This is an optimization exercise on Yosys and OpenROAD, whose aim is small area, a short achievable clock period and few clock cycles per item, not a production implementation. Only simulation tests tie the RTL to the original design; equivalence was not proved.

$ cat config.mk
export PLATFORM = sky130hd
export DESIGN_NAME = sub_bytes_engine
export DESIGN_NICKNAME = sub_bytes_engine
export VERILOG_FILES = /design/flow/design.v
export SDC_FILE = /design/flow/constraint.sdc
export NUM_CORES = 4
export LEC_CHECK = 0
export CAP_MARGIN = 20
export CORE_MARGIN = 2
export CORE_UTILIZATION = 40
export SETUP_SLACK_MARGIN = 3.7
export SLEW_MARGIN = 20
export SYNTH_HIERARCHICAL = 1
export SYNTH_MINIMUM_KEEP_SIZE = 0
$ cat constraint.sdc
create_clock -name core_clock -period 7.5 [get_ports {clk}]
set_input_delay 1.5000 -clock core_clock [delete_from_list [all_inputs] [get_ports {clk}]]
set_output_delay 1.5000 -clock core_clock [all_outputs]
set_load 0.01 [all_outputs]
$ cat design.v
module sub_bytes_engine #(
   parameter int WORD_BYTES = 16,
   parameter int LANES      = 1,
   parameter int INVERSE_EN = 1
) (
   input  logic                    clk,
   input  logic                    rst_n,
   input  logic                    in_valid,
   output logic                    in_ready,
   input  logic [8*WORD_BYTES-1:0] in_data,
   input  logic                    in_inv,
   output logic                    out_valid,
   input  logic                    out_ready,
   output logic [8*WORD_BYTES-1:0] out_data,
   output logic                    busy
);
   logic                    v1_q, v2_q;
   logic                    inv1_q, inv2_q;
   logic                    in_inv_e;
   logic                    en;
   logic [8*WORD_BYTES-1:0] s1_d, s1_q;
   logic [8*WORD_BYTES-1:0] s2_d, s2_q;
   assign in_inv_e = in_inv & (INVERSE_EN != 0);
   for (genvar i = 0; i < WORD_BYTES; i++) begin : g_byte
      sb_s01 u_s01 (.si(in_data[8*i +: 8]), .inv(in_inv_e), .so(s1_d[8*i +: 8]));
      sb_s14 u_s14 (.si(s1_q[8*i +: 8]), .inv(1'b0), .so(s2_d[8*i +: 8]));
      sb_s45 u_s45 (.si(s2_q[8*i +: 8]), .inv(inv2_q), .so(out_data[8*i +: 8]));
   end
   assign en        = ~v2_q | out_ready;
   assign in_ready  = en;
   assign out_valid = v2_q;
   assign busy      = v1_q | v2_q;
   always_ff @(posedge clk or negedge rst_n) begin
      if (!rst_n) begin
         v1_q <= 1'b0;
         v2_q <= 1'b0;
      end else if (en) begin
         v1_q <= in_valid;
         v2_q <= v1_q;
      end
   end
   always_ff @(posedge clk) begin
      if (en) begin
         inv1_q <= in_inv_e;
         s1_q   <= s1_d;
         inv2_q <= inv1_q;
         s2_q   <= s2_d;
      end
   end
endmodule
module sb_s01(si, inv, so);
  input [7:0] si;
  wire [7:0] si;
  input inv;
  wire inv;
  output [7:0] so;
  wire [7:0] so;
  wire _00_;
  wire _01_;
  wire _02_;
  wire _03_;
  wire _04_;
  wire _05_;
  wire _06_;
  wire _07_;
  wire _08_;
  wire _09_;
  wire _10_;
  wire _11_;
  wire _12_;
  wire _13_;
  wire _14_;
  wire _15_;
  wire _16_;
  wire _17_;
  wire _18_;
  wire _19_;
  wire _20_;
  wire _21_;
  wire _22_;
  wire _23_;
  wire _24_;
  wire _25_;
  wire _26_;
  wire _27_;
  wire _28_;
  wire _29_;
  wire _30_;
  wire _31_;
  wire _32_;
  wire _33_;
  wire _34_;
  wire _35_;
  wire _36_;
  wire _37_;
  wire _38_;
  wire _39_;
  c_xor2_1 _40_ (
    .A(si[7]),
    .B(si[4]),
    .X(_00_)
  );
  c_clkinv_1 _41_ (
    .A(inv),
    .Y(_01_)
  );
  c_xnor2_1 _42_ (
    .A(si[1]),
    .B(si[3]),
    .Y(_02_)
  );
  c_clkinv_1 _43_ (
    .A(si[0]),
    .Y(_03_)
  );
  c_nand2_1 _44_ (
    .A(_03_),
    .B(_01_),
    .Y(_04_)
  );
  c_nand3_1 _45_ (
    .A(_02_),
    .B(si[0]),
    .C(_01_),
    .Y(_05_)
  );
  c_o221ai_1 _46_ (
    .A1(si[6]),
    .A2(_01_),
    .B1(_02_),
    .B2(_04_),
    .C1(_05_),
    .Y(_06_)
  );
  c_xor2_1 _47_ (
    .A(_00_),
    .B(_06_),
    .X(so[6])
  );
  c_xor2_1 _48_ (
    .A(si[0]),
    .B(si[6]),
    .X(_07_)
  );
  c_xor2_1 _49_ (
    .A(si[1]),
    .B(_07_),
    .X(_08_)
  );
  c_nand2_1 _50_ (
    .A(si[4]),
    .B(si[5]),
    .Y(_09_)
  );
  c_clkinv_1 _51_ (
    .A(si[4]),
    .Y(_10_)
  );
  c_clkinv_1 _52_ (
    .A(si[5]),
    .Y(_11_)
  );
  c_a21oi_1 _53_ (
    .A1(_10_),
    .A2(_11_),
    .B1(_01_),
    .Y(_12_)
  );
  c_clkinv_1 _54_ (
    .A(si[2]),
    .Y(_13_)
  );
  c_or2_2 _55_ (
    .A(si[3]),
    .B(_13_),
    .X(_14_)
  );
  c_nand2_1 _56_ (
    .A(_13_),
    .B(si[3]),
    .Y(_15_)
  );
  c_a21oi_1 _57_ (
    .A1(_14_),
    .A2(_15_),
    .B1(inv),
    .Y(_16_)
  );
  c_a21oi_1 _58_ (
    .A1(_09_),
    .A2(_12_),
    .B1(_16_),
    .Y(_17_)
  );
  c_xnor2_1 _59_ (
    .A(_08_),
    .B(_17_),
    .Y(so[5])
  );
  c_xnor2_1 _60_ (
    .A(si[7]),
    .B(si[5]),
    .Y(_18_)
  );
  c_xor2_1 _61_ (
    .A(_13_),
    .B(_18_),
    .X(_19_)
  );
  c_a21boi_0 _62_ (
    .A1(_19_),
    .A2(inv),
    .B1_N(_04_),
    .Y(so[7])
  );
  c_xnor2_1 _63_ (
    .A(si[3]),
    .B(si[4]),
    .Y(_20_)
  );
  c_xnor2_1 _64_ (
    .A(si[6]),
    .B(si[5]),
    .Y(_21_)
  );
  c_nand2_1 _65_ (
    .A(_21_),
    .B(_01_),
    .Y(_22_)
  );
  c_o21ai_0 _66_ (
    .A1(_01_),
    .A2(_20_),
    .B1(_22_),
    .Y(_23_)
  );
  c_xor2_1 _67_ (
    .A(_03_),
    .B(_23_),
    .X(so[4])
  );
  c_nand2_1 _68_ (
    .A(si[1]),
    .B(inv),
    .Y(_24_)
  );
  c_o21ai_0 _69_ (
    .A1(inv),
    .A2(si[5]),
    .B1(_24_),
    .Y(_25_)
  );
  c_xor2_1 _70_ (
    .A(_10_),
    .B(_07_),
    .X(_26_)
  );
  c_xor2_1 _71_ (
    .A(_25_),
    .B(_26_),
    .X(so[3])
  );
  c_or2_2 _72_ (
    .A(si[1]),
    .B(_03_),
    .X(_27_)
  );
  c_nand2_1 _73_ (
    .A(_03_),
    .B(si[1]),
    .Y(_28_)
  );
  c_nand2_1 _74_ (
    .A(_27_),
    .B(_28_),
    .Y(_29_)
  );
  c_xor2_1 _75_ (
    .A(_13_),
    .B(_29_),
    .X(_30_)
  );
  c_a21oi_1 _76_ (
    .A1(_30_),
    .A2(_21_),
    .B1(inv),
    .Y(_31_)
  );
  c_o21ai_0 _77_ (
    .A1(_21_),
    .A2(_30_),
    .B1(_31_),
    .Y(_32_)
  );
  c_o21ai_0 _78_ (
    .A1(_01_),
    .A2(_10_),
    .B1(_32_),
    .Y(_33_)
  );
  c_xor2_1 _79_ (
    .A(si[7]),
    .B(_33_),
    .X(so[2])
  );
  c_nand2_1 _80_ (
    .A(_02_),
    .B(inv),
    .Y(_34_)
  );
  c_o21ai_0 _81_ (
    .A1(inv),
    .A2(_18_),
    .B1(_34_),
    .Y(_35_)
  );
  c_xor2_1 _82_ (
    .A(_07_),
    .B(_35_),
    .X(so[1])
  );
  c_nand2_1 _83_ (
    .A(_29_),
    .B(_11_),
    .Y(_36_)
  );
  c_nand3_1 _84_ (
    .A(_27_),
    .B(si[5]),
    .C(_28_),
    .Y(_37_)
  );
  c_nand3_1 _85_ (
    .A(_36_),
    .B(_01_),
    .C(_37_),
    .Y(_38_)
  );
  c_o21ai_0 _86_ (
    .A1(_01_),
    .A2(_10_),
    .B1(_38_),
    .Y(_39_)
  );
  c_xnor2_1 _87_ (
    .A(si[6]),
    .B(_39_),
    .Y(so[0])
  );
endmodule
module sb_s14(si, inv, so);
  input [7:0] si;
  wire [7:0] si;
  input inv;
  wire inv;
  output [7:0] so;
  wire [7:0] so;
  wire _000_;
  wire _001_;
  wire _002_;
  wire _003_;
  wire _004_;
  wire _005_;
  wire _006_;
  wire _007_;
  wire _008_;
  wire _009_;
  wire _010_;
  wire _011_;
  wire _012_;
  wire _013_;
  wire _014_;
  wire _015_;
  wire _016_;
  wire _017_;
  wire _018_;
  wire _019_;
  wire _020_;
  wire _021_;
  wire _022_;
  wire _023_;
  wire _024_;
  wire _025_;
  wire _026_;
  wire _027_;
  wire _028_;
  wire _029_;
  wire _030_;
  wire _031_;
  wire _032_;
  wire _033_;
  wire _034_;
  wire _035_;
  wire _036_;
  wire _037_;
  wire _038_;
  wire _039_;
  wire _040_;
  wire _041_;
  wire _042_;
  wire _043_;
  wire _044_;
  wire _045_;
  wire _046_;
  wire _047_;
  wire _048_;
  wire _049_;
  wire _050_;
  wire _051_;
  wire _052_;
  wire _053_;
  wire _054_;
  wire _055_;
  wire _056_;
  wire _057_;
  wire _058_;
  wire _059_;
  wire _060_;
  wire _061_;
  wire _062_;
  wire _063_;
  wire _064_;
  wire _065_;
  wire _066_;
  wire _067_;
  wire _068_;
  wire _069_;
  wire _070_;
  wire _071_;
  wire _072_;
  wire _073_;
  wire _074_;
  wire _075_;
  wire _076_;
  wire _077_;
  wire _078_;
  wire _079_;
  wire _080_;
  wire _081_;
  wire _082_;
  wire _083_;
  wire _084_;
  wire _085_;
  wire _086_;
  wire _087_;
  wire _088_;
  wire _089_;
  wire _090_;
  wire _091_;
  wire _092_;
  wire _093_;
  wire _094_;
  wire _095_;
  wire _096_;
  wire _097_;
  wire _098_;
  wire _099_;
  wire _100_;
  wire _101_;
  wire _102_;
  wire _103_;
  wire _104_;
  wire _105_;
  wire _106_;
  c_clkinv_1 _107_ (
    .A(si[2]),
    .Y(_025_)
  );
  c_xor2_1 _108_ (
    .A(si[1]),
    .B(si[3]),
    .X(_026_)
  );
  c_xor2_1 _109_ (
    .A(si[5]),
    .B(si[7]),
    .X(_027_)
  );
  c_nand2_1 _110_ (
    .A(_026_),
    .B(_027_),
    .Y(_028_)
  );
  c_xor2_1 _111_ (
    .A(si[0]),
    .B(si[2]),
    .X(_029_)
  );
  c_xor2_1 _112_ (
    .A(si[4]),
    .B(si[6]),
    .X(_030_)
  );
  c_nand2_1 _113_ (
    .A(_029_),
    .B(_030_),
    .Y(_031_)
  );
  c_xnor2_1 _114_ (
    .A(_028_),
    .B(_031_),
    .Y(_032_)
  );
  c_xnor2_1 _115_ (
    .A(si[4]),
    .B(si[0]),
    .Y(_033_)
  );
  c_clkinv_1 _116_ (
    .A(si[7]),
    .Y(_034_)
  );
  c_clkinv_1 _117_ (
    .A(si[6]),
    .Y(_035_)
  );
  c_clkinv_1 _118_ (
    .A(si[3]),
    .Y(_036_)
  );
  c_nor2_1 _119_ (
    .A(_035_),
    .B(_036_),
    .Y(_037_)
  );
  c_nor2_1 _120_ (
    .A(si[6]),
    .B(si[2]),
    .Y(_038_)
  );
  c_o22ai_1 _121_ (
    .A1(_034_),
    .A2(_025_),
    .B1(_038_),
    .B2(_037_),
    .Y(_039_)
  );
  c_o31ai_1 _122_ (
    .A1(_034_),
    .A2(_025_),
    .A3(_037_),
    .B1(_039_),
    .Y(_040_)
  );
  c_xor2_1 _123_ (
    .A(_033_),
    .B(_040_),
    .X(_041_)
  );
  c_xor2_1 _124_ (
    .A(_032_),
    .B(_041_),
    .X(_042_)
  );
  c_nand2_1 _125_ (
    .A(si[6]),
    .B(si[2]),
    .Y(_043_)
  );
  c_nor2_1 _126_ (
    .A(si[7]),
    .B(si[3]),
    .Y(_044_)
  );
  c_xor2_1 _127_ (
    .A(si[2]),
    .B(si[3]),
    .X(_045_)
  );
  c_xor2_1 _128_ (
    .A(si[6]),
    .B(si[7]),
    .X(_046_)
  );
  c_nand3_1 _129_ (
    .A(_045_),
    .B(_046_),
    .C(_043_),
    .Y(_047_)
  );
  c_o21ai_0 _130_ (
    .A1(_043_),
    .A2(_044_),
    .B1(_047_),
    .Y(_048_)
  );
  c_nor2_1 _131_ (
    .A(si[1]),
    .B(si[5]),
    .Y(_049_)
  );
  c_nand2_1 _132_ (
    .A(si[1]),
    .B(si[5]),
    .Y(_050_)
  );
  c_clkinv_1 _133_ (
    .A(_050_),
    .Y(_051_)
  );
  c_nor2_1 _134_ (
    .A(_049_),
    .B(_051_),
    .Y(_052_)
  );
  c_nor2_1 _135_ (
    .A(_034_),
    .B(_036_),
    .Y(_053_)
  );
  c_nor2_1 _136_ (
    .A(_044_),
    .B(_053_),
    .Y(_054_)
  );
  c_xnor2_1 _137_ (
    .A(_052_),
    .B(_054_),
    .Y(_055_)
  );
  c_xor2_1 _138_ (
    .A(_048_),
    .B(_055_),
    .X(_056_)
  );
  c_xor2_1 _139_ (
    .A(_026_),
    .B(_029_),
    .X(_057_)
  );
  c_xor2_1 _140_ (
    .A(_027_),
    .B(_030_),
    .X(_058_)
  );
  c_nand2_1 _141_ (
    .A(_057_),
    .B(_058_),
    .Y(_059_)
  );
  c_xor2_1 _142_ (
    .A(_028_),
    .B(_059_),
    .X(_060_)
  );
  c_xnor2_1 _143_ (
    .A(_056_),
    .B(_060_),
    .Y(_061_)
  );
  c_clkinv_1 _144_ (
    .A(_061_),
    .Y(_062_)
  );
  c_nor2_1 _145_ (
    .A(_042_),
    .B(_062_),
    .Y(_063_)
  );
  c_clkinv_1 _146_ (
    .A(_063_),
    .Y(_064_)
  );
  c_xor2_1 _147_ (
    .A(si[0]),
    .B(si[1]),
    .X(_065_)
  );
  c_xor2_1 _148_ (
    .A(si[4]),
    .B(si[5]),
    .X(_066_)
  );
  c_nand2_1 _149_ (
    .A(_065_),
    .B(_066_),
    .Y(_067_)
  );
  c_xor2_1 _150_ (
    .A(_051_),
    .B(_067_),
    .X(_068_)
  );
  c_xnor2_1 _151_ (
    .A(_068_),
    .B(_032_),
    .Y(_069_)
  );
  c_xor2_1 _152_ (
    .A(_052_),
    .B(_069_),
    .X(_070_)
  );
  c_nand2_1 _153_ (
    .A(_062_),
    .B(_042_),
    .Y(_071_)
  );
  c_nand3_1 _154_ (
    .A(_064_),
    .B(_070_),
    .C(_071_),
    .Y(_072_)
  );
  c_nor2_1 _155_ (
    .A(si[4]),
    .B(si[1]),
    .Y(_073_)
  );
  c_nor2_1 _156_ (
    .A(si[0]),
    .B(si[5]),
    .Y(_074_)
  );
  c_nor3_1 _157_ (
    .A(_073_),
    .B(_074_),
    .C(_051_),
    .Y(_075_)
  );
  c_a21oi_1 _158_ (
    .A1(_073_),
    .A2(_074_),
    .B1(_075_),
    .Y(_076_)
  );
  c_xor2_1 _159_ (
    .A(_076_),
    .B(_060_),
    .X(_077_)
  );
  c_clkinv_1 _160_ (
    .A(_070_),
    .Y(_078_)
  );
  c_nor2_1 _161_ (
    .A(_077_),
    .B(_078_),
    .Y(_079_)
  );
  c_clkinv_1 _162_ (
    .A(_079_),
    .Y(_080_)
  );
  c_nand3_1 _163_ (
    .A(_062_),
    .B(_078_),
    .C(_077_),
    .Y(_081_)
  );
  c_nand3_1 _164_ (
    .A(_072_),
    .B(_080_),
    .C(_081_),
    .Y(_082_)
  );
  c_nor2_1 _165_ (
    .A(_025_),
    .B(_082_),
    .Y(_083_)
  );
  c_nand2_1 _166_ (
    .A(_070_),
    .B(_042_),
    .Y(_084_)
  );
  c_nand2_1 _167_ (
    .A(_061_),
    .B(_077_),
    .Y(_085_)
  );
  c_xnor2_1 _168_ (
    .A(_084_),
    .B(_085_),
    .Y(_086_)
  );
  c_o21ai_0 _169_ (
    .A1(_070_),
    .A2(_042_),
    .B1(_086_),
    .Y(_087_)
  );
  c_nand2_1 _170_ (
    .A(_078_),
    .B(_077_),
    .Y(_088_)
  );
  c_nand2_1 _171_ (
    .A(_087_),
    .B(_088_),
    .Y(_089_)
  );
  c_nand4_1 _172_ (
    .A(_089_),
    .B(_080_),
    .C(_072_),
    .D(_081_),
    .Y(_090_)
  );
  c_nand3_1 _173_ (
    .A(_090_),
    .B(_045_),
    .C(_080_),
    .Y(_091_)
  );
  c_xnor2_1 _174_ (
    .A(_083_),
    .B(_091_),
    .Y(_092_)
  );
  c_clkinv_1 _175_ (
    .A(_071_),
    .Y(_093_)
  );
  c_o21ai_0 _176_ (
    .A1(_093_),
    .A2(_087_),
    .B1(_064_),
    .Y(_094_)
  );
  c_nand2_1 _177_ (
    .A(_089_),
    .B(_080_),
    .Y(_095_)
  );
  c_xnor2_1 _178_ (
    .A(_094_),
    .B(_095_),
    .Y(_096_)
  );
  c_nand2_1 _179_ (
    .A(_096_),
    .B(_026_),
    .Y(_097_)
  );
  c_nor2_1 _180_ (
    .A(_077_),
    .B(_064_),
    .Y(_098_)
  );
  c_nor2_1 _181_ (
    .A(_093_),
    .B(_098_),
    .Y(_099_)
  );
  c_nand3_1 _182_ (
    .A(_086_),
    .B(_042_),
    .C(_061_),
    .Y(_100_)
  );
  c_nand2_1 _183_ (
    .A(_099_),
    .B(_100_),
    .Y(_101_)
  );
  c_xor2_1 _184_ (
    .A(_082_),
    .B(_101_),
    .X(_102_)
  );
  c_xor2_1 _185_ (
    .A(_102_),
    .B(_096_),
    .X(_103_)
  );
  c_nand2_1 _186_ (
    .A(_103_),
    .B(_057_),
    .Y(_104_)
  );
  c_xor2_1 _187_ (
    .A(_097_),
    .B(_104_),
    .X(_105_)
  );
  c_xor2_1 _188_ (
    .A(_092_),
    .B(_105_),
    .X(so[6])
  );
  c_clkinv_1 _189_ (
    .A(_101_),
    .Y(_106_)
  );
  c_nand2_1 _190_ (
    .A(_106_),
    .B(si[0]),
    .Y(_000_)
  );
  c_nand2_1 _191_ (
    .A(_106_),
    .B(_094_),
    .Y(_001_)
  );
  c_nand3_1 _192_ (
    .A(_001_),
    .B(_065_),
    .C(_071_),
    .Y(_002_)
  );
  c_xor2_1 _193_ (
    .A(_000_),
    .B(_002_),
    .X(_003_)
  );
  c_xor2_1 _194_ (
    .A(_003_),
    .B(_105_),
    .X(so[4])
  );
  c_nor2_1 _195_ (
    .A(_035_),
    .B(_082_),
    .Y(_004_)
  );
  c_nand3_1 _196_ (
    .A(_090_),
    .B(_046_),
    .C(_080_),
    .Y(_005_)
  );
  c_xnor2_1 _197_ (
    .A(_004_),
    .B(_005_),
    .Y(_006_)
  );
  c_nand2_1 _198_ (
    .A(_096_),
    .B(_027_),
    .Y(_007_)
  );
  c_nand2_1 _199_ (
    .A(_103_),
    .B(_058_),
    .Y(_008_)
  );
  c_xor2_1 _200_ (
    .A(_007_),
    .B(_008_),
    .X(_009_)
  );
  c_xor2_1 _201_ (
    .A(_006_),
    .B(_009_),
    .X(so[2])
  );
  c_nand2_1 _202_ (
    .A(_106_),
    .B(si[4]),
    .Y(_010_)
  );
  c_nand3_1 _203_ (
    .A(_001_),
    .B(_066_),
    .C(_071_),
    .Y(_011_)
  );
  c_xor2_1 _204_ (
    .A(_010_),
    .B(_011_),
    .X(_012_)
  );
  c_xor2_1 _205_ (
    .A(_012_),
    .B(_009_),
    .X(so[0])
  );
  c_nor2_1 _206_ (
    .A(_034_),
    .B(_095_),
    .Y(_013_)
  );
  c_xnor2_1 _207_ (
    .A(_013_),
    .B(_005_),
    .Y(_014_)
  );
  c_nand2_1 _208_ (
    .A(_102_),
    .B(_030_),
    .Y(_015_)
  );
  c_xor2_1 _209_ (
    .A(_015_),
    .B(_007_),
    .X(_016_)
  );
  c_xor2_1 _210_ (
    .A(_014_),
    .B(_016_),
    .X(so[3])
  );
  c_nand2_1 _211_ (
    .A(_094_),
    .B(si[5]),
    .Y(_017_)
  );
  c_xor2_1 _212_ (
    .A(_017_),
    .B(_011_),
    .X(_018_)
  );
  c_xor2_1 _213_ (
    .A(_018_),
    .B(_016_),
    .X(so[1])
  );
  c_nor2_1 _214_ (
    .A(_036_),
    .B(_095_),
    .Y(_019_)
  );
  c_xnor2_1 _215_ (
    .A(_019_),
    .B(_091_),
    .Y(_020_)
  );
  c_nand2_1 _216_ (
    .A(_102_),
    .B(_029_),
    .Y(_021_)
  );
  c_xor2_1 _217_ (
    .A(_021_),
    .B(_097_),
    .X(_022_)
  );
  c_xor2_1 _218_ (
    .A(_020_),
    .B(_022_),
    .X(so[7])
  );
  c_nand2_1 _219_ (
    .A(_094_),
    .B(si[1]),
    .Y(_023_)
  );
  c_xor2_1 _220_ (
    .A(_023_),
    .B(_002_),
    .X(_024_)
  );
  c_xor2_1 _221_ (
    .A(_024_),
    .B(_022_),
    .X(so[5])
  );
endmodule
module sb_s45(si, inv, so);
  input [7:0] si;
  wire [7:0] si;
  input inv;
  wire inv;
  output [7:0] so;
  wire [7:0] so;
  wire _00_;
  wire _01_;
  wire _02_;
  wire _03_;
  wire _04_;
  wire _05_;
  wire _06_;
  wire _07_;
  wire _08_;
  wire _09_;
  wire _10_;
  wire _11_;
  wire _12_;
  wire _13_;
  wire _14_;
  wire _15_;
  wire _16_;
  wire _17_;
  wire _18_;
  wire _19_;
  wire _20_;
  wire _21_;
  wire _22_;
  wire _23_;
  wire _24_;
  wire _25_;
  wire _26_;
  wire _27_;
  wire _28_;
  wire _29_;
  wire _30_;
  wire _31_;
  wire _32_;
  wire _33_;
  c_xor2_1 _34_ (
    .A(si[2]),
    .B(si[6]),
    .X(_00_)
  );
  c_or2_2 _35_ (
    .A(si[3]),
    .B(si[5]),
    .X(_01_)
  );
  c_nand2_1 _36_ (
    .A(si[3]),
    .B(si[5]),
    .Y(_02_)
  );
  c_nand2_1 _37_ (
    .A(_01_),
    .B(_02_),
    .Y(_03_)
  );
  c_xor2_1 _38_ (
    .A(si[0]),
    .B(si[4]),
    .X(_04_)
  );
  c_clkinv_1 _39_ (
    .A(inv),
    .Y(_05_)
  );
  c_a21oi_1 _40_ (
    .A1(_04_),
    .A2(_03_),
    .B1(_05_),
    .Y(_06_)
  );
  c_o21ai_0 _41_ (
    .A1(_03_),
    .A2(_04_),
    .B1(_06_),
    .Y(_07_)
  );
  c_xor2_1 _42_ (
    .A(_00_),
    .B(_07_),
    .X(so[6])
  );
  c_clkinv_1 _43_ (
    .A(_03_),
    .Y(_08_)
  );
  c_xor2_1 _44_ (
    .A(si[0]),
    .B(si[6]),
    .X(_09_)
  );
  c_xor2_1 _45_ (
    .A(si[2]),
    .B(_09_),
    .X(_10_)
  );
  c_xnor2_1 _46_ (
    .A(si[7]),
    .B(_10_),
    .Y(_11_)
  );
  c_nand2_1 _47_ (
    .A(_11_),
    .B(inv),
    .Y(_12_)
  );
  c_xor2_1 _48_ (
    .A(_08_),
    .B(_12_),
    .X(so[5])
  );
  c_nand2_1 _49_ (
    .A(_10_),
    .B(_05_),
    .Y(_13_)
  );
  c_xor2_1 _50_ (
    .A(si[3]),
    .B(si[4]),
    .X(_14_)
  );
  c_nand2_1 _51_ (
    .A(_14_),
    .B(inv),
    .Y(_15_)
  );
  c_nand2_1 _52_ (
    .A(_13_),
    .B(_15_),
    .Y(so[4])
  );
  c_xor2_1 _53_ (
    .A(si[4]),
    .B(si[1]),
    .X(_16_)
  );
  c_clkinv_1 _54_ (
    .A(_16_),
    .Y(_17_)
  );
  c_nand2_1 _55_ (
    .A(_09_),
    .B(_05_),
    .Y(_18_)
  );
  c_o21ai_0 _56_ (
    .A1(_05_),
    .A2(_17_),
    .B1(_18_),
    .Y(so[7])
  );
  c_xnor2_1 _57_ (
    .A(si[4]),
    .B(si[7]),
    .Y(_19_)
  );
  c_nand2_1 _58_ (
    .A(_05_),
    .B(si[2]),
    .Y(_20_)
  );
  c_o21ai_0 _59_ (
    .A1(_05_),
    .A2(_19_),
    .B1(_20_),
    .Y(_21_)
  );
  c_xnor2_1 _60_ (
    .A(si[3]),
    .B(si[1]),
    .Y(_22_)
  );
  c_xnor2_1 _61_ (
    .A(_22_),
    .B(_09_),
    .Y(_23_)
  );
  c_xor2_1 _62_ (
    .A(_21_),
    .B(_23_),
    .X(so[3])
  );
  c_clkinv_1 _63_ (
    .A(si[2]),
    .Y(_24_)
  );
  c_nor2_1 _64_ (
    .A(_24_),
    .B(_16_),
    .Y(_25_)
  );
  c_nor2_1 _65_ (
    .A(si[2]),
    .B(_17_),
    .Y(_26_)
  );
  c_xnor2_1 _66_ (
    .A(si[6]),
    .B(si[7]),
    .Y(_27_)
  );
  c_a21oi_1 _67_ (
    .A1(_08_),
    .A2(_27_),
    .B1(inv),
    .Y(_28_)
  );
  c_o21ai_0 _68_ (
    .A1(_08_),
    .A2(_27_),
    .B1(_28_),
    .Y(_29_)
  );
  c_o31ai_1 _69_ (
    .A1(_05_),
    .A2(_25_),
    .A3(_26_),
    .B1(_29_),
    .Y(_30_)
  );
  c_xnor2_1 _70_ (
    .A(si[0]),
    .B(_30_),
    .Y(so[2])
  );
  c_nor2_1 _71_ (
    .A(inv),
    .B(si[1]),
    .Y(_31_)
  );
  c_xor2_1 _72_ (
    .A(_31_),
    .B(_04_),
    .X(so[1])
  );
  c_xor2_1 _73_ (
    .A(si[1]),
    .B(_14_),
    .X(_32_)
  );
  c_nand2_1 _74_ (
    .A(inv),
    .B(si[7]),
    .Y(_33_)
  );
  c_o21ai_0 _75_ (
    .A1(inv),
    .A2(_32_),
    .B1(_33_),
    .Y(so[0])
  );
endmodule
module c_a21boi_0(input logic A1, input logic A2, input logic B1_N, output logic Y);
   assign Y = (~A1&B1_N) | (~A2&B1_N);
endmodule
module c_a21oi_1(input logic A1, input logic A2, input logic B1, output logic Y);
   assign Y = (~A1&~B1) | (~A2&~B1);
endmodule
module c_clkinv_1(input logic A, output logic Y);
   assign Y = (~A);
endmodule
module c_nand2_1(input logic A, input logic B, output logic Y);
   assign Y = (~A) | (~B);
endmodule
module c_nand3_1(input logic A, input logic B, input logic C, output logic Y);
   assign Y = (~A) | (~B) | (~C);
endmodule
module c_nand4_1(input logic A, input logic B, input logic C, input logic D, output logic Y);
   assign Y = (~A) | (~B) | (~C) | (~D);
endmodule
module c_nor2_1(input logic A, input logic B, output logic Y);
   assign Y = (~A&~B);
endmodule
module c_nor3_1(input logic A, input logic B, input logic C, output logic Y);
   assign Y = (~A&~B&~C);
endmodule
module c_o21ai_0(input logic A1, input logic A2, input logic B1, output logic Y);
   assign Y = (~A1&~A2) | (~B1);
endmodule
module c_o221ai_1(input logic A1, input logic A2, input logic B1, input logic B2, input logic C1, output logic Y);
   assign Y = (~B1&~B2) | (~A1&~A2) | (~C1);
endmodule
module c_o22ai_1(input logic A1, input logic A2, input logic B1, input logic B2, output logic Y);
   assign Y = (~B1&~B2) | (~A1&~A2);
endmodule
module c_o31ai_1(input logic A1, input logic A2, input logic A3, input logic B1, output logic Y);
   assign Y = (~A1&~A2&~A3) | (~B1);
endmodule
module c_or2_2(input logic A, input logic B, output logic X);
   assign X = (A) | (B);
endmodule
module c_xnor2_1(input logic A, input logic B, output logic Y);
   assign Y = (~A&~B) | (A&B);
endmodule
module c_xor2_1(input logic A, input logic B, output logic X);
   assign X = (A&~B) | (~A&B);
endmodule
$ cat flow/run.sh
#!/bin/bash
# The standard layout, with the port buffers made from sky130_fd_sc_hd__buf_2 instead of
# the buffer that buffer_ports picks by default (a slow delay cell).
set -euo pipefail
export BUFFER_PORTS_ARGS="-buffer_cell sky130_fd_sc_hd__buf_2"
bash standard.sh finish > standard_finish.log 2>&1
$ cat standard.sh
#!/bin/bash
# synth_recipe.tcl (not shown) runs the flow's synth.tcl, then flattens the netlist and writes it again
# the make line also repeats each setting of config.mk as NAME=value (left out here)
make -C /OpenROAD-flow-scripts/flow DESIGN_CONFIG=/design/flow/config.mk WORK_HOME=/design/flow/orfs CLKGATE_MAP_FILE= SYNTH_SCRIPT=/design/flow/synth_recipe.tcl "${@:-finish}"
==> results.sh, run 1 <==
export IMPL_grt_pass1_vias=21990
export IMPL_grt_overflow_total=0
export IMPL_core_um2=70270
export IMPL_die_area_um2=73450
export IMPL_finalSetupViolations=0
export IMPL_io_pins=264
export IMPL_drive_gt1_frac=0.1888
export IMPL_cp_slowest_cell="edfxtp_1"
export IMPL_syn2layout_area_growth_pct=18.54
export IMPL_maxCapViolCount=0
export IMPL_path_clk_slew_ns=0.06
export IMPL_grt_usage=0.1728
export IMPL_n_fill_cell=6843
export IMPL_num_vias=23030
export IMPL_cp_common_cell="xor2_1"
export IMPL_cts_tree="done"
export IMPL_multiInputGateArea_um2=20750
export IMPL_clock_fmax_mhz=268.7
export IMPL_status="timing/DRC/antenna clean"
export IMPL_grt_pass1_wl_um=105900
export IMPL_min_period_ns=3.722
export IMPL_finalSetupTns_ns=0
export IMPL_cp_arrival_ns=2.22
export IMPL_path_class="flop to primary output"
export IMPL_syn_cell_area_um2=28520
export IMPL_end_kind="primary output"
export IMPL_clk_latency_ns=0.54
export IMPL_die_h_um=271.0
export IMPL_layout_nets=4039
export IMPL_cp_max_fo=3
export IMPL_min_period_over_period=0.4962
export IMPL_die_width_um=271.0
export IMPL_hp_class="flop to flop"
export IMPL_yosys_warnings=7
export IMPL_drc=0
export IMPL_io_buffers=263
export IMPL_avgSynthCellArea_um2=8.047
export IMPL_h_tree_depth=2
export IMPL_first_pass_iters=6
export IMPL_synth_nets=3677
export IMPL_critPathMaxStageDelay_ns=0.49
export IMPL_ff_latch_area_um2=7797
export IMPL_first_iter_violations=1056
export IMPL_grt_start_max_net_pins=162
export IMPL_wl_per_cell_um=13.51
export IMPL_fin_area_um2=33810
export IMPL_syn_inst=3544
export IMPL_cts_root_buf="clkbuf_16"
export IMPL_gp_congestion=0.8828
export IMPL_cts_sinks=260
export IMPL_worstMarginPinSlew_ns=0.9750
export IMPL_place_area_um2=31150
export IMPL_vias_per_cell=4.725
export IMPL_start_util=0.4059
export IMPL_rows=97
export IMPL_maxSlewViolCount=0
export IMPL_wl_um=65840
export IMPL_relSlewSlack=0.3500
export IMPL_rsz0062_at_grt="yes"
export IMPL_clockBufferDepth=3
export IMPL_final_common_cell="xor2_1"
export IMPL_numCtsBuffers=35
export IMPL_dp_hpwl_um=48870
export IMPL_antenna_left=0
export IMPL_fin_skew_ns=0.02628
export IMPL_worstPathCellList="xor2_2 -> xor2_1 -> xnor2_1 -> nand2_1 -> xor2_1 -> buf_2"
export IMPL_cp_start_kind="flop"
export IMPL_mostFrequentLayoutCells="797 x xor2_1, 672 x nand2_1, 338 x xnor2_1"
export IMPL_critPathRequiredTime_ns=6.00
export IMPL_hold_violations=0
export IMPL_antenna_found_initial=9
[stage by stage]
stage	util	hold WS (ns)	std cells	setup WS (ns)
floorplan	-	0.4003	3544	2.658
global placement	0.4432	0.4018	4751	3.666
global route	0.4811	0.4383	4873	3.636
detailed placement	0.4432	0.4061	4751	3.660
CTS	0.4593	0.4196	4817	3.692
finish	0.4811	0.4176	4873	3.778
[state kept, by name, indices dropped and copies added, names as in the netlist]
name / cells
s1_q: 128
inv2_q: 1
v2_q: 1
s2_q: 128
inv1_q: 1
v1_q: 1
[final timing paths]
check / depth (start not counted) / startpoint / slack (ns) / to
max: 6 / s2_q[40] / 3.78 / out_data[45]
min: 0 / inv1_q / 0.42 / inv2_q
max reg2reg: 15 / s1_q[2] / 3.91 / s2_q[0]
min reg2reg: 0 / inv1_q / 0.42 / inv2_q
max in group asynchronous: 1 / rst_n / 6.67 / v1_q
min in group asynchronous: 1 / rst_n / 0.74 / v2_q
[cell type report]
type,instances,share of cell area
multi-input cells,2965,0.6138
flip-flops and latches,260,0.2306
repair buffers,324,0.05548
inverters,320,0.03553
well taps,940,0.03479
clock buffers,44,0.02691
clock inverters,17,0.002591
diodes,3,0.0002221
[repair_timing]
action                     4_1_cts  5_1_grt
resized for setup                6      159
hold buffers                     0        0
setup buffers                    2       53
setup endpoints to repair       43      142
pin swaps                        2       22
gates cloned                     3        0
[worst max-delay path, delay by kind of cell (launching register included)]
| family | cells | cell delay (ns) |
|---|---|---|
| flops | 1 | 0.49 |
| simple gates | 1 | 0.09 |
| buf+inv | 1 | 0.19 |
| xor+xnor | 4 | 0.91 |
[metal layers]
layer,up-vias,wire length (um),track usage
met4,10,1763,0.04842
met2,335,31860,0.2992
li1,12060,-,-
met3,98,2456,0.02707
met5,-,68,0
met1,10520,29700,0.2217
Testbench counts, summed over its fixed seeds: cycles 1,616, items 1,600.
==> inputs of run 2 (changes only) <==
--- a/config.mk
+++ b/config.mk
@@ -10,3 +10,2 @@
 export CORE_UTILIZATION = 40
-export SETUP_SLACK_MARGIN = 3.7
 export SLEW_MARGIN = 20
==> run 2 against run 1 <==
Compared with the run above: fmax is 9.7% lower; register-to-register slack worse by 0.20 ns; cell count is 1.0% lower; first-iteration DRC count is 2.1% lower; die area stayed put; critical endpoint is now out_data[106]; largest cell class unchanged; highest routed layer unchanged.
==> results.sh, run 2 <==
export IMPL_numCtsBuffers=37
export IMPL_die_h_um=271.0
export IMPL_r2r_start="s1_q[116]"
export IMPL_rsz0062_at_grt="no"
export IMPL_clockBufferDepth=3
export IMPL_syn_inst=3544
export IMPL_hp_start="inv1_q"
export IMPL_hold_end="inv2_q"
export IMPL_wl_per_cell_um=12.88
export IMPL_post_cts_resized=0
export IMPL_largest_registers="s1_q x128, s2_q x128"
export IMPL_clk_latency_ns=0.56
export IMPL_final_core_util=0.4596
export IMPL_r2r_end="s2_q[112]"
export IMPL_min_period_over_period=0.5495
export IMPL_syn2layout_area_growth_pct=13.24
export IMPL_ctsHoldBuffers=0
export IMPL_fin_skew_ns=0.01838
export IMPL_mostFrequentLayoutCells="912 x xor2_1, 672 x nand2_1, 368 x xnor2_1"
export IMPL_gp_congestion=0.8727
export IMPL_grt_pass1_vias=21750
export IMPL_maxSlewViolCount=0
export IMPL_vias_per_cell=4.712
export IMPL_hold_depth=0
export IMPL_min_period_ns=4.121
export IMPL_path_class="flop to primary output"
export IMPL_rows=97
export IMPL_cp_max_fo=70
export IMPL_grt_pass1_wl_um=103600
export IMPL_crit_path_start="inv2_q"
export IMPL_layout_nets=3987
export IMPL_cp_arrival_ns=2.62
export IMPL_ff2ff_setup_slack_ns=3.71
export IMPL_cts_sinks=260
export IMPL_syn_cell_area_um2=28520
export IMPL_worst_r2r_cell_count=14
export IMPL_worstMarginPinSlew_ns=0.9766
export IMPL_io_buffers=263
export IMPL_die_area_um2=73450
export IMPL_start_util=0.4059
export IMPL_num_vias=22720
export IMPL_final_common_cell="xor2_1"
export IMPL_yosys_warnings=7
export IMPL_wl_um=62110
export IMPL_end_kind="primary output"
export IMPL_antenna_left=0
export IMPL_critPathRequiredTime_ns=6.00
export IMPL_clock_fmax_mhz=242.6
export IMPL_avgSynthCellArea_um2=8.047
export IMPL_grt_overflow_total=0
export IMPL_finalSetupViolations=0
export IMPL_hp_class="flop to flop"
export IMPL_finalSetupTns_ns=0
export IMPL_cts_tree="done"
export IMPL_grt_start_max_net_pins=77
export IMPL_relSlewSlack=0.3489
export IMPL_cts_root_buf="clkbuf_16"
export IMPL_dp_hpwl_um=49420
export IMPL_drive_gt1_frac=0.1358
export IMPL_status="timing/DRC/antenna clean"
export IMPL_cp_start_kind="flop"
export IMPL_grt_usage=0.1667
export IMPL_hold_violations=0
export IMPL_h_tree_depth=2
export IMPL_io_pins=264
export IMPL_maxCapViolCount=0
export IMPL_first_pass_iters=5
export IMPL_antenna_found_initial=7
export IMPL_post_cts_repair_setup_buffers=0
export IMPL_first_iter_violations=1034
export IMPL_synth_nets=3677
export IMPL_drc=0
export IMPL_die_width_um=271.0
export IMPL_path_clk_slew_ns=0.05
export IMPL_core_um2=70270
[run 2: area by class of cell]
class,count,area (um^2)
clock buffer,37,925.9
multi-input combinational,2964,19520
timing repair buffer,271,1383
sequential,260,7797
fill,6939,37980
clock inverter,29,287.8
antenna,1,2.502
tap,940,1176
inverter,320,1201
[run 2: how the worst max path moves through the flow]
stage / slack [ns] / end
2_1_floorplan: 2.66 / in_ready
3_3_place_gp: 3.67 / s2_q[64]
3_5_place_dp: 3.67 / s2_q[64]
4_1_cts: 3.31 / out_data[106]
5_1_grt: 3.19 / out_data[38]
6_report: 3.38 / out_data[106]
[run 2: routing by layer]
layer / vias to the layer above / wire length, um / global-route usage
met2: 321 / 28980 / 0.2814
met5: - / 51 / 0
met1: 10240 / 28920 / 0.2185
met3: 88 / 2634 / 0.02743
met4: 8 / 1529 / 0.04842
li1: 12060 / - / -
[run 2: metrics by stage]
| stage | instance area, um^2 | std cells | hold WS (ns) | setup WS [ns] |
|---|---|---|---|---|
| finish | 32290 | 4822 | 0.4215 | 3.379 |
| global placement | 31080 | 4755 | 0.4011 | 3.669 |
| detailed placement | 31080 | 4755 | 0.4062 | 3.674 |
| floorplan | 28520 | 3544 | 0.4003 | 2.658 |
| global route | 32290 | 4822 | 0.4401 | 3.186 |
| CTS | 32290 | 4821 | 0.4208 | 3.306 |
[run 2: critical path: stages (launching register included)]
cell,delay (ns)
edfxtp_1,0.34
buf_4,0.66
inv_1,0.33
o31ai_2,0.31
xnor2_1,0.21
buf_2,0.20
==> inputs of run 3 (changes only) <==
--- a/design.v
+++ b/design.v
@@ -29,3 +29,3 @@
    assign en        = ~v2_q | out_ready;
-   assign in_ready  = en;
+   sb_ready u_ready (.full(v2_q), .taken(out_ready), .ready(in_ready));
    assign out_valid = v2_q;
@@ -50,2 +50,5 @@
 endmodule
+module sb_ready(input logic full, input logic taken, output logic ready);
+   assign ready = ~full | taken;
+endmodule
 module sb_s01(si, inv, so);
--- a/config.mk
+++ b/config.mk
@@ -10,2 +10,3 @@
 export CORE_UTILIZATION = 40
+export SETUP_SLACK_MARGIN = 4.0
 export SLEW_MARGIN = 20
==> run 3 against run 2 <==
Compared with the run above: via count increased by 10%; synthesized cell count hardly changed; setup slack better by 0.53 ns; critical path type unchanged; highest routed layer unchanged.
==> results.sh, run 3 <==
export IMPL_status="timing/DRC/antenna clean"
export IMPL_die_width_um=271.1
export IMPL_yosys_warnings=7
export IMPL_wl_per_cell_um=13.83
export IMPL_hp_class="flop to flop"
export IMPL_grt_pass1_wl_um=107300
export IMPL_hp_start="inv1_q"
export IMPL_syn2layout_area_growth_pct=35.10
export IMPL_r2r_start="s1_q[33]"
export IMPL_cp_arrival_ns=2.09
export IMPL_layout_nets=4406
export IMPL_numCtsBuffers=34
export IMPL_core_um2=70270
export IMPL_grt_pass1_vias=22620
export IMPL_io_buffers=263
export IMPL_min_period_ns=3.594
export IMPL_hold_end="inv2_q"
export IMPL_cts_root_buf="clkbuf_16"
export IMPL_ff2ff_setup_slack_ns=3.98
export IMPL_critPathRequiredTime_ns=6.00
export IMPL_start_util=0.4059
export IMPL_syn_inst=3545
export IMPL_first_iter_violations=1254
export IMPL_maxSlewViolCount=0
export IMPL_dp_hpwl_um=48690
export IMPL_worstMarginPinSlew_ns=1.015
export IMPL_mostFrequentLayoutCells="715 x xor2_1, 605 x nand2_1, 398 x buf_4"
export IMPL_grt_usage=0.1738
export IMPL_worst_r2r_cell_count=15
export IMPL_grt_start_max_net_pins=172
export IMPL_cts_tree="done"
export IMPL_fin_skew_ns=0.02336
export IMPL_cts_sinks=260
export IMPL_clk_latency_ns=0.55
export IMPL_antenna_found_initial=10
export IMPL_clock_fmax_mhz=278.2
export IMPL_path_clk_slew_ns=0.05
export IMPL_finalSetupViolations=0
export IMPL_hold_violations=0
export IMPL_cp_max_fo=9
export IMPL_vias_per_cell=4.765
export IMPL_die_h_um=271.1
export IMPL_synth_nets=3678
export IMPL_gp_congestion=0.8938
export IMPL_ctsHoldBuffers=0
export IMPL_maxCapViolCount=0
export IMPL_avgSynthCellArea_um2=8.047
export IMPL_antenna_left=0
export IMPL_drc=0
export IMPL_n_fill_cell=6115
export IMPL_io_pins=264
export IMPL_fin_ws_ns=3.906
export IMPL_final_core_util=0.5484
export IMPL_drive_gt1_frac=0.3214
export IMPL_hold_depth=0
export IMPL_clockBufferDepth=3
export IMPL_path_class="flop to primary output"
export IMPL_rsz0062_at_grt="yes"
export IMPL_h_tree_depth=2
export IMPL_die_area_um2=73470
export IMPL_final_common_cell="xor2_1"
export IMPL_dp_slack_ns=3.785
export IMPL_min_period_over_period=0.4793
export IMPL_first_pass_iters=6
export IMPL_relSlewSlack=0.3233
export IMPL_cp_start_kind="flop"
export IMPL_wl_um=72500
export IMPL_finalSetupTns_ns=0
export IMPL_num_vias=24980
export IMPL_r2r_end="s2_q[38]"
export IMPL_rows=97
export IMPL_syn_cell_area_um2=28530
export IMPL_largest_registers="s1_q x128, s2_q x128"
export IMPL_grt_overflow_total=0
export IMPL_end_kind="primary output"
==> run 3: routing by layer <==
layer  track usage  up-vias  part of all wire
met4       0.04972        8             0.027
met2        0.3040      518              0.51
met1        0.2218    11580              0.43
met5             0        -           0.00084
li1              -    12740                 -
met3       0.02476      131             0.037
==> run 3: timing repair <==
item,CTS,global route
gates resized for setup,179,332
pin swaps,60,294
setup endpoints to repair,203,208
setup buffers,128,287
gates cloned,5,2
==> run 3: cell type report <==
type | count | area [um^2] | area share
tap | 940 | 1176 | 0.03052
multi-input combinational | 2965 | 22350 | 0.5798
inverter | 320 | 1257 | 0.03263
clock inverter | 21 | 219.0 | 0.005681
sequential | 260 | 7797 | 0.2023
antenna | 6 | 15.01 | 0.0003896
timing repair buffer | 692 | 4858 | 0.1261
clock buffer | 39 | 869.6 | 0.02256
==> run 3: worst max-delay path by stage <==
stage	from	to	slack (ns)	depth (start not counted)
3_3_place_gp	s1_q[109]	s2_q[104]	3.80	14
5_1_grt	s2_q[46]	out_data[45]	3.80	6
3_5_place_dp	s1_q[109]	s2_q[106]	3.78	15
6_report	inv2_q	out_data[98]	3.91	6
4_1_cts	s2_q[117]	out_data[114]	3.89	7
2_1_floorplan	inv2_q	out_data[106]	2.79	3
==> run 3: metrics by stage <==
| step | std cells | hold WS, ns | area (um^2) |
|---|---|---|---|
| finish | 5243 | 0.4227 | 38540 |
| global route | 5243 | 0.4459 | 38540 |
| CTS | 4948 | 0.4255 | 34410 |
| detailed placement | 4755 | 0.4079 | 31090 |
| global placement | 4755 | 0.4038 | 31090 |
| floorplan | 3545 | 0.4003 | 28530 |
==> run 3: critical path, cell delays in order (launching register included) <==
cell	delay, ns
edfxtp_1	0.42
buf_12	0.20
buf_16	0.19
clkinvlp_4	0.19
o31ai_4	0.26
xnor2_1	0.13
buf_2	0.15
Testbench counts of run 3, summed over its fixed seeds: cycles 1,616, items 1,600.
==> inputs of run 4 (changes only) <==
--- a/config.mk
+++ b/config.mk
@@ -10,3 +10,4 @@
 export CORE_UTILIZATION = 40
-export SETUP_SLACK_MARGIN = 4.0
+export CTS_BUF_LIST = sky130_fd_sc_hd__clkbuf_8
+export SETUP_SLACK_MARGIN = 3.7
 export SLEW_MARGIN = 20
==> run 4 against run 3 <==
Compared with the run above: count of clock-buffer cells in the layout increased by 11; critical path depth is 1 higher; die area unchanged; critical path type unchanged; critical endpoint is now out_data[19]; largest cell class unchanged.
==> results.sh, run 4 <==
export IMPL_status="timing/DRC/antenna clean"
export IMPL_avgSynthCellArea_um2=8.047
export IMPL_relSlewSlack=0.3621
export IMPL_grt_pass1_wl_um=102200
export IMPL_yosys_warnings=7
export IMPL_io_buffers=263
export IMPL_r2r_end="s2_q[10]"
export IMPL_finalSetupTns_ns=0
export IMPL_maxSlewViolCount=0
export IMPL_synth_nets=3678
export IMPL_syn_inst=3545
export IMPL_layout_nets=4098
export IMPL_wl_per_cell_um=13.01
export IMPL_cp_common_cell="buf_12"
export IMPL_clk_latency_ns=0.64
export IMPL_grt_overflow_total=0
export IMPL_drc=0
export IMPL_r2r_start="s1_q[14]"
export IMPL_cp_start_kind="flop"
export IMPL_dp_slack_ns=3.785
export IMPL_rows=97
export IMPL_hold_violations=0
export IMPL_die_width_um=271.1
export IMPL_first_pass_iters=6
export IMPL_min_period_ns=3.732
export IMPL_dp_hpwl_um=48690
export IMPL_end_kind="primary output"
export IMPL_syn2layout_area_growth_pct=19.51
export IMPL_maxCapViolCount=0
export IMPL_first_iter_violations=1099
export IMPL_clock_fmax_mhz=268.0
export IMPL_cts_tree="done"
export IMPL_worst_r2r_cell_count=15
export IMPL_path_class="flop to primary output"
export IMPL_min_period_over_period=0.4975
export IMPL_hp_start="inv1_q"
export IMPL_n_fill_cell=6728
export IMPL_antenna_found_initial=10
export IMPL_largest_registers="s1_q x128, s2_q x128"
export IMPL_finalSetupViolations=0
export IMPL_hold_end="inv2_q"
export IMPL_antenna_left=0
export IMPL_fin_ws_ns=3.768
export IMPL_hp_class="flop to flop"
export IMPL_die_h_um=271.1
export IMPL_clockBufferDepth=3
export IMPL_worstPathCellList="buf_12 -> buf_12 -> inv_1 -> nand2_1 -> o21ai_1 -> xor2_1 -> buf_2"
export IMPL_wl_um=64430
export IMPL_mostFrequentLayoutCells="801 x xor2_1, 668 x nand2_1, 338 x xnor2_1"
export IMPL_final_core_util=0.4852
export IMPL_ff2ff_setup_slack_ns=3.87
export IMPL_num_vias=23250
export IMPL_drive_gt1_frac=0.1995
export IMPL_path_clk_slew_ns=0.07
export IMPL_worstMarginPinSlew_ns=0.9569
export IMPL_cp_arrival_ns=2.23
export IMPL_grt_pass1_vias=21740
export IMPL_syn_cell_area_um2=28530
export IMPL_critPathMaxStageDelay_ns=0.46
export IMPL_cts_root_buf="clkbuf_8"
export IMPL_vias_per_cell=4.694
export IMPL_cp_slowest_cell="edfxtp_1"
export IMPL_core_um2=70270
export IMPL_gp_congestion=0.8938
export IMPL_h_tree_depth=2
export IMPL_critPathRequiredTime_ns=6.00
export IMPL_fin_skew_ns=0.03913
export IMPL_die_area_um2=73470
export IMPL_cts_sinks=260
export IMPL_hold_depth=0
export IMPL_rsz0062_at_grt="yes"
export IMPL_final_common_cell="xor2_1"
export IMPL_holdWs_ns=0.4384
export IMPL_grt_start_max_net_pins=172
export IMPL_grt_usage=0.1643
export IMPL_io_pins=264
export IMPL_numCtsBuffers=50
export IMPL_start_util=0.4059
export IMPL_cp_max_fo=9
-- run 4: cell types whose count changed in the layout (fill, tap and decap cells not counted), sizes merged --
cell	delta
clkinv	+9
clkinvlp	-7
inv	+20
clkbuf	+11
buf	-324
-- run 4: stage by stage --
step	std cells	area [um^2]
finish	4952	34090
global route	4952	34090
CTS	4859	32290
detailed placement	4755	31090
global placement	4755	31090
floorplan	3545	28530
-- run 4: layer usage --
| metal | GRT usage | share of wire |
|---|---|---|
| met2 | 0.2811 | 0.49 |
| met5 | 0 | 0.00088 |
| met4 | 0.04667 | 0.022 |
| met3 | 0.02609 | 0.038 |
| met1 | 0.2131 | 0.45 |
-- run 4: area by class of cell --
class	instances	area, um^2	area share
Antenna cell	6	15.01	0.0004404
Clock buffer	50	688.2	0.02018
Clock inverter	43	285.3	0.008368
Inverter	320	1212	0.03556
Multi-Input combinational cell	2965	20680	0.6066
Sequential cell	260	7797	0.2287
Tap cell	940	1176	0.03450
Timing Repair Buffer	368	2236	0.06558
-- run 4: how the worst max path moves through the flow --
| stage | from | to | depth (start not counted) | slack [ns] |
|---|---|---|---|---|
| floorplan | inv2_q | out_data[106] | 3 | 2.79 |
| global placement | s1_q[109] | s2_q[104] | 14 | 3.80 |
| detailed placement | s1_q[109] | s2_q[106] | 15 | 3.78 |
| CTS | inv2_q | out_data[114] | 6 | 3.66 |
| global route | s1_q[33] | s2_q[38] | 15 | 3.62 |
| finish | inv2_q | out_data[19] | 7 | 3.77 |
-- run 4: repair_timing --
item,CTS,global route
hold buffers,0,0
gates cloned,1,2
resized for setup,19,158
pin swaps,3,28
setup endpoints to repair,78,171
buffers inserted,10,85
-- run 4: worst max-delay path: cells and delay by family, from the launching register on --
kind,cells,cell delay (ns)
AOI/OAI and AO/OA,1,0.09
xor gates and xnor gates,1,0.25
buffers and inverters,4,0.70
DFF,1,0.46
and+or+nand+nor,1,0.09
==> inputs of run 5 (changes only) <==
--- a/config.mk
+++ b/config.mk
@@ -10,3 +10,2 @@
 export CORE_UTILIZATION = 40
-export CTS_BUF_LIST = sky130_fd_sc_hd__clkbuf_8
 export SETUP_SLACK_MARGIN = 3.7
==> run 5 against run 4 <==
Compared with the run above: global-route usage down 0.22 points; cell area down 1.0%; area after synthesis unchanged; routed wire length down 2.2%; critical endpoint is now out_data[29].
==> results.sh, run 5 <==
export IMPL_rsz0062_at_grt="yes"
export IMPL_synth_nets=3678
export IMPL_finalSetupViolations=0
export IMPL_rows=97
export IMPL_gp_congestion=0.8938
export IMPL_drc=0
export IMPL_grt_start_max_net_pins=172
export IMPL_maxCapViolCount=0
export IMPL_mostFrequentLayoutCells="806 x xor2_1, 671 x nand2_1, 339 x xnor2_1"
export IMPL_relSlewSlack=0.3290
export IMPL_grt_pass1_wl_um=101000
export IMPL_ff_latch_area_um2=7797
export IMPL_ff2ff_setup_slack_ns=3.87
export IMPL_status="timing/DRC/antenna clean"
export IMPL_syn_cell_area_um2=28530
export IMPL_yosys_warnings=7
export IMPL_cp_arrival_ns=2.17
export IMPL_crit_path_start="s2_q[24]"
export IMPL_avgSynthCellArea_um2=8.047
export IMPL_grt_pass1_vias=21440
export IMPL_final_common_cell="xor2_1"
export IMPL_path_class="flop to primary output"
export IMPL_crit_path_end="out_data[29]"
export IMPL_core_um2=70270
export IMPL_drive_gt1_frac=0.1833
export IMPL_multiInputGateArea_um2=20630
export IMPL_final_core_util=0.4803
export IMPL_first_iter_violations=1127
export IMPL_min_period_over_period=0.4899
export IMPL_worst_r2r_cell_count=15
export IMPL_grt_usage=0.1621
export IMPL_cts_sinks=260
export IMPL_syn2layout_area_growth_pct=18.32
export IMPL_hold_violations=0
export IMPL_die_area_um2=73470
export IMPL_end_kind="primary output"
export IMPL_ctsHoldBuffers=0
export IMPL_r2r_start="s1_q[14]"
export IMPL_r2r_end="s2_q[8]"
export IMPL_numCtsBuffers=34
export IMPL_cts_tree="done"
export IMPL_syn_inst=3545
export IMPL_n_fill_cell=6710
export IMPL_critPathRequiredTime_ns=6.00
export IMPL_grt_overflow_total=0
export IMPL_first_pass_iters=5
export IMPL_finalSetupTns_ns=0
export IMPL_path_clk_slew_ns=0.05
export IMPL_cp_start_kind="flop"
export IMPL_die_width_um=271.1
export IMPL_wl_um=63010
export IMPL_clockBufferDepth=3
export IMPL_hp_class="flop to flop"
export IMPL_die_h_um=271.1
export IMPL_maxSlewViolCount=0
export IMPL_layout_nets=4036
export IMPL_io_pins=264
export IMPL_vias_per_cell=4.710
export IMPL_wl_per_cell_um=12.93
export IMPL_fin_skew_ns=0.02284
export IMPL_num_vias=22950
export IMPL_start_util=0.4059
export IMPL_antenna_found_initial=9
export IMPL_worstMarginPinSlew_ns=1.006
export IMPL_io_buffers=263
export IMPL_h_tree_depth=2
export IMPL_dp_hpwl_um=48690
export IMPL_largest_registers="s1_q x128, s2_q x128"
export IMPL_cp_max_fo=3
export IMPL_antenna_left=0
export IMPL_cts_root_buf="clkbuf_16"
export IMPL_min_period_ns=3.674
export IMPL_clock_fmax_mhz=272.2
export IMPL_clk_latency_ns=0.55
## run 5: timing repair
item | CTS | global route
gates resized for setup | 9 | 153
endpoints found under the setup margin | 57 | 148
setup buffers | 0 | 50
cloned | 0 | 2
pin swaps | 0 | 13
## run 5: worst min path at each step
stage           start  endpoint  slack, ns  cells past startpoint
6_report       inv1_q    inv2_q       0.42                      0
5_1_grt        inv1_q    inv2_q       0.45                      0
4_1_cts        inv1_q    inv2_q       0.43                      0
3_5_place_dp   inv1_q    inv2_q       0.41                      0
3_3_place_gp   inv1_q    inv2_q       0.40                      0
2_1_floorplan  inv1_q    inv2_q       0.40                      0
## run 5: cell type report
class                   instances  area share
clock buffers                  39     0.02576
multi-input cells            2965      0.6111
diodes                          5   0.0003707
flip-flops and latches        260      0.2310
repair buffers                322     0.05479
inverters                     320     0.03559
well taps                     940     0.03485
clock inverters                21    0.006487
## run 5: layer usage
layer | up-vias | track usage | share of wire
li1 | 12050 | - | -
met1 | 10420 | 0.2123 | 0.46
met2 | 384 | 0.2768 | 0.48
met3 | 90 | 0.02601 | 0.036
met4 | 8 | 0.04129 | 0.021
met5 | - | 0 | 0.00094
## run 5: per-stage QoR
stage	cells	worst slack [ns]	hold slack, ns	instance area, um^2
after floorplan	3545	2.793	0.4003	28530
after global placement	4755	3.796	0.4038	31090
after detailed placement	4755	3.785	0.4079	31090
after CTS	4815	3.717	0.4255	32230
after global routing	4872	3.641	0.4459	33750
final	4872	3.826	0.4239	33750
## run 5: worst max-delay path: stages (launching register included)
cell	delay, ns
edfxtp_1	0.49
xor2_2	0.27
xor2_1	0.23
xnor2_1	0.14
nand2_1	0.10
xor2_2	0.23
buf_2	0.18
==> inputs of run 6 (changes only) <==
==> flow/run.sh (replaced) <==
#!/bin/bash
# The standard layout, with the port buffers made from sky130_fd_sc_hd__buf_1 instead of
# the buffer that buffer_ports picks by default (a slow delay cell).
set -euo pipefail
export BUFFER_PORTS_ARGS="-buffer_cell sky130_fd_sc_hd__buf_1"
bash standard.sh finish > standard_finish.log 2>&1
==> run 6 against run 5 <==
Compared with the run above: sequential cell count stayed put; count of clock-buffer cells in the layout is 6 higher; still clean on timing, DRC and antenna; setup slack worse by 0.018 ns; highest routed layer is now met4.
==> results.sh, run 6 <==
export IMPL_final_common_cell="xor2_1"
export IMPL_grt_usage=0.1642
export IMPL_grt_pass1_vias=21630
export IMPL_cts_tree="done"
export IMPL_grt_start_max_net_pins=130
export IMPL_path_clk_slew_ns=0.06
export IMPL_instances_no_fill=4900
export IMPL_grt_pass1_wl_um=102100
export IMPL_dp_cells=4756
export IMPL_cp_start_kind="flop"
export IMPL_hold_violations=0
export IMPL_start_util=0.4059
export IMPL_largest_registers="s1_q x128, s2_q x128"
export IMPL_hp_class="flop to flop"
export IMPL_rsz0062_at_grt="yes"
export IMPL_h_tree_depth=2
export IMPL_num_vias=23080
export IMPL_io_buffers=263
export IMPL_syn_inst=3545
export IMPL_first_pass_iters=5
export IMPL_finalSetupTns_ns=0
export IMPL_fin_skew_ns=0.02529
export IMPL_numCtsBuffers=35
export IMPL_relSlewSlack=0.4338
export IMPL_syn_cell_area_um2=28530
export IMPL_core_um2=70270
export IMPL_die_h_um=271.1
export IMPL_yosys_warnings=7
export IMPL_maxSlewViolCount=0
export IMPL_drc=0
export IMPL_min_period_over_period=0.4923
export IMPL_finalSetupViolations=0
export IMPL_syn2layout_area_growth_pct=18.21
export IMPL_io_pins=264
export IMPL_first_iter_violations=897
export IMPL_end_kind="primary output"
export IMPL_die_area_um2=73470
export IMPL_dp_hpwl_um=48260
export IMPL_ctsHoldBuffers=0
export IMPL_wl_um=64000
export IMPL_cp_max_fo=3
export IMPL_grt_overflow_total=0
export IMPL_clock_fmax_mhz=270.8
export IMPL_layout_nets=4065
export IMPL_holdWs_ns=0.4063
export IMPL_clk_latency_ns=0.56
export IMPL_cts_sinks=260
export IMPL_synth_nets=3678
export IMPL_antenna_left=0
export IMPL_critPathRequiredTime_ns=6.00
export IMPL_drive_gt1_frac=0.1251
export IMPL_cp_arrival_ns=2.19
export IMPL_die_width_um=271.1
export IMPL_worstMarginPinSlew_ns=0.8493
export IMPL_status="timing/DRC/antenna clean"
export IMPL_cts_root_buf="clkbuf_16"
export IMPL_antenna_found_initial=4
export IMPL_path_class="flop to primary output"
export IMPL_clockBufferDepth=3
export IMPL_gp_congestion=0.8822
export IMPL_mostFrequentLayoutCells="796 x xor2_1, 671 x nand2_1, 343 x xnor2_1"
export IMPL_rows=97
export IMPL_min_period_ns=3.692
export IMPL_vias_per_cell=4.710
export IMPL_maxCapViolCount=0
export IMPL_wl_per_cell_um=13.06
export IMPL_avgSynthCellArea_um2=8.047
[run 6: final cells by class]
type	count	area (um^2)
inverter	320	1209
fill	6801	36550
multi-input combinational	2965	20660
tap	940	1176
clock inverter	16	176.4
sequential	260	7797
timing repair buffer	350	1779
clock buffer	45	913.4
antenna	4	10.01
[run 6: metal layers]
metal | share of wire | wire length (um) | global-route usage | vias up
met1 | 0.47 | 30020 | 0.2188 | 10520
met2 | 0.48 | 30410 | 0.2794 | 360
met4 | 0.022 | 1415 | 0.04318 | 0
li1 | - | - | - | 12120
met3 | 0.034 | 2152 | 0.02103 | 84
met5 | 0 | 0 | 0 | -
[run 6: worst max-delay path, cell delays in order (launching register included)]
cell      delay, ns
edfxtp_1       0.49
xor2_2         0.24
xor2_1         0.22
xnor2_1        0.15
nand2_1        0.11
xor2_2         0.22
buf_1          0.22
[run 6: final timing paths]
check                          from            to  slack, ns  cells after the start
setup / recovery           s2_q[24]  out_data[29]       3.81                      6
hold / removal               inv1_q        inv2_q       0.41                      0
setup reg to reg            s1_q[1]       s2_q[0]       3.85                     15
hold reg to reg              inv1_q        inv2_q       0.41                      0
max in group asynchronous     rst_n          v1_q       6.64                      1
min in group asynchronous     rst_n          v2_q       0.73                      1
[run 6: metrics by stage]
step / setup WS [ns] / area, um^2 / utilization
finish: 3.808 / 33720 / 0.4799
global route: 3.626 / 33720 / 0.4799
CTS: 3.701 / 32000 / 0.4553
detailed placement: 3.650 / 30770 / 0.4378
global placement: 3.661 / 30770 / 0.4378
floorplan: 2.793 / 28530 / -
[run 6: repair_timing]
| item | in CTS | in global routing |
|---|---|---|
| buffers inserted | 5 | 71 |
| pin swaps | 3 | 19 |
| cloned | 1 | 2 |
| endpoints found under the hold margin | 0 | 0 |
| resized for setup | 13 | 162 |
| endpoints found under the setup margin | 61 | 162 |

[what the ideal ports hide]
The results above use ideal ports. As a check the final layouts listed here were re-extracted and re-timed, cells and wires unchanged.
Step 1 sets driving cells, clkbuf_16 on the clock port and buf_2 on the other inputs (assumed; they add their load-dependent delay and slew).
Step 2 adds t to the input delays and takes it off the output delays; t is the mean of the earliest and latest rising clock arrival at the registers after step 1. Input paths then give back, and output paths get back, about the clock's delay inside the block.
a / b / c = no drivers / after step 1 / after step 2; a / b = the first two.
run | t, ns | slack for setup (ns) | worst setup path at the end | clock arrival spread, ns
run 1 | 0.588 | 3.778 / 3.719 / 3.791 | input to output | 0.036 / 0.036
run 2 | 0.606 | 3.379 / 3.319 / 3.707 | input to register | 0.019 / 0.018
run 3 | 0.597 | 3.906 / 3.851 / 3.923 | input to register | 0.024 / 0.024
run 4 | 0.675 | 3.768 / 3.714 / 3.869 | register to register | 0.041 / 0.042
run 5 | 0.592 | 3.826 / 3.773 / 3.865 | register to register | 0.024 / 0.024
run 6 | 0.600 | 3.808 / 3.751 / 3.854 | register to register | 0.032 / 0.032
After both steps setup and hold are still met in every run listed.
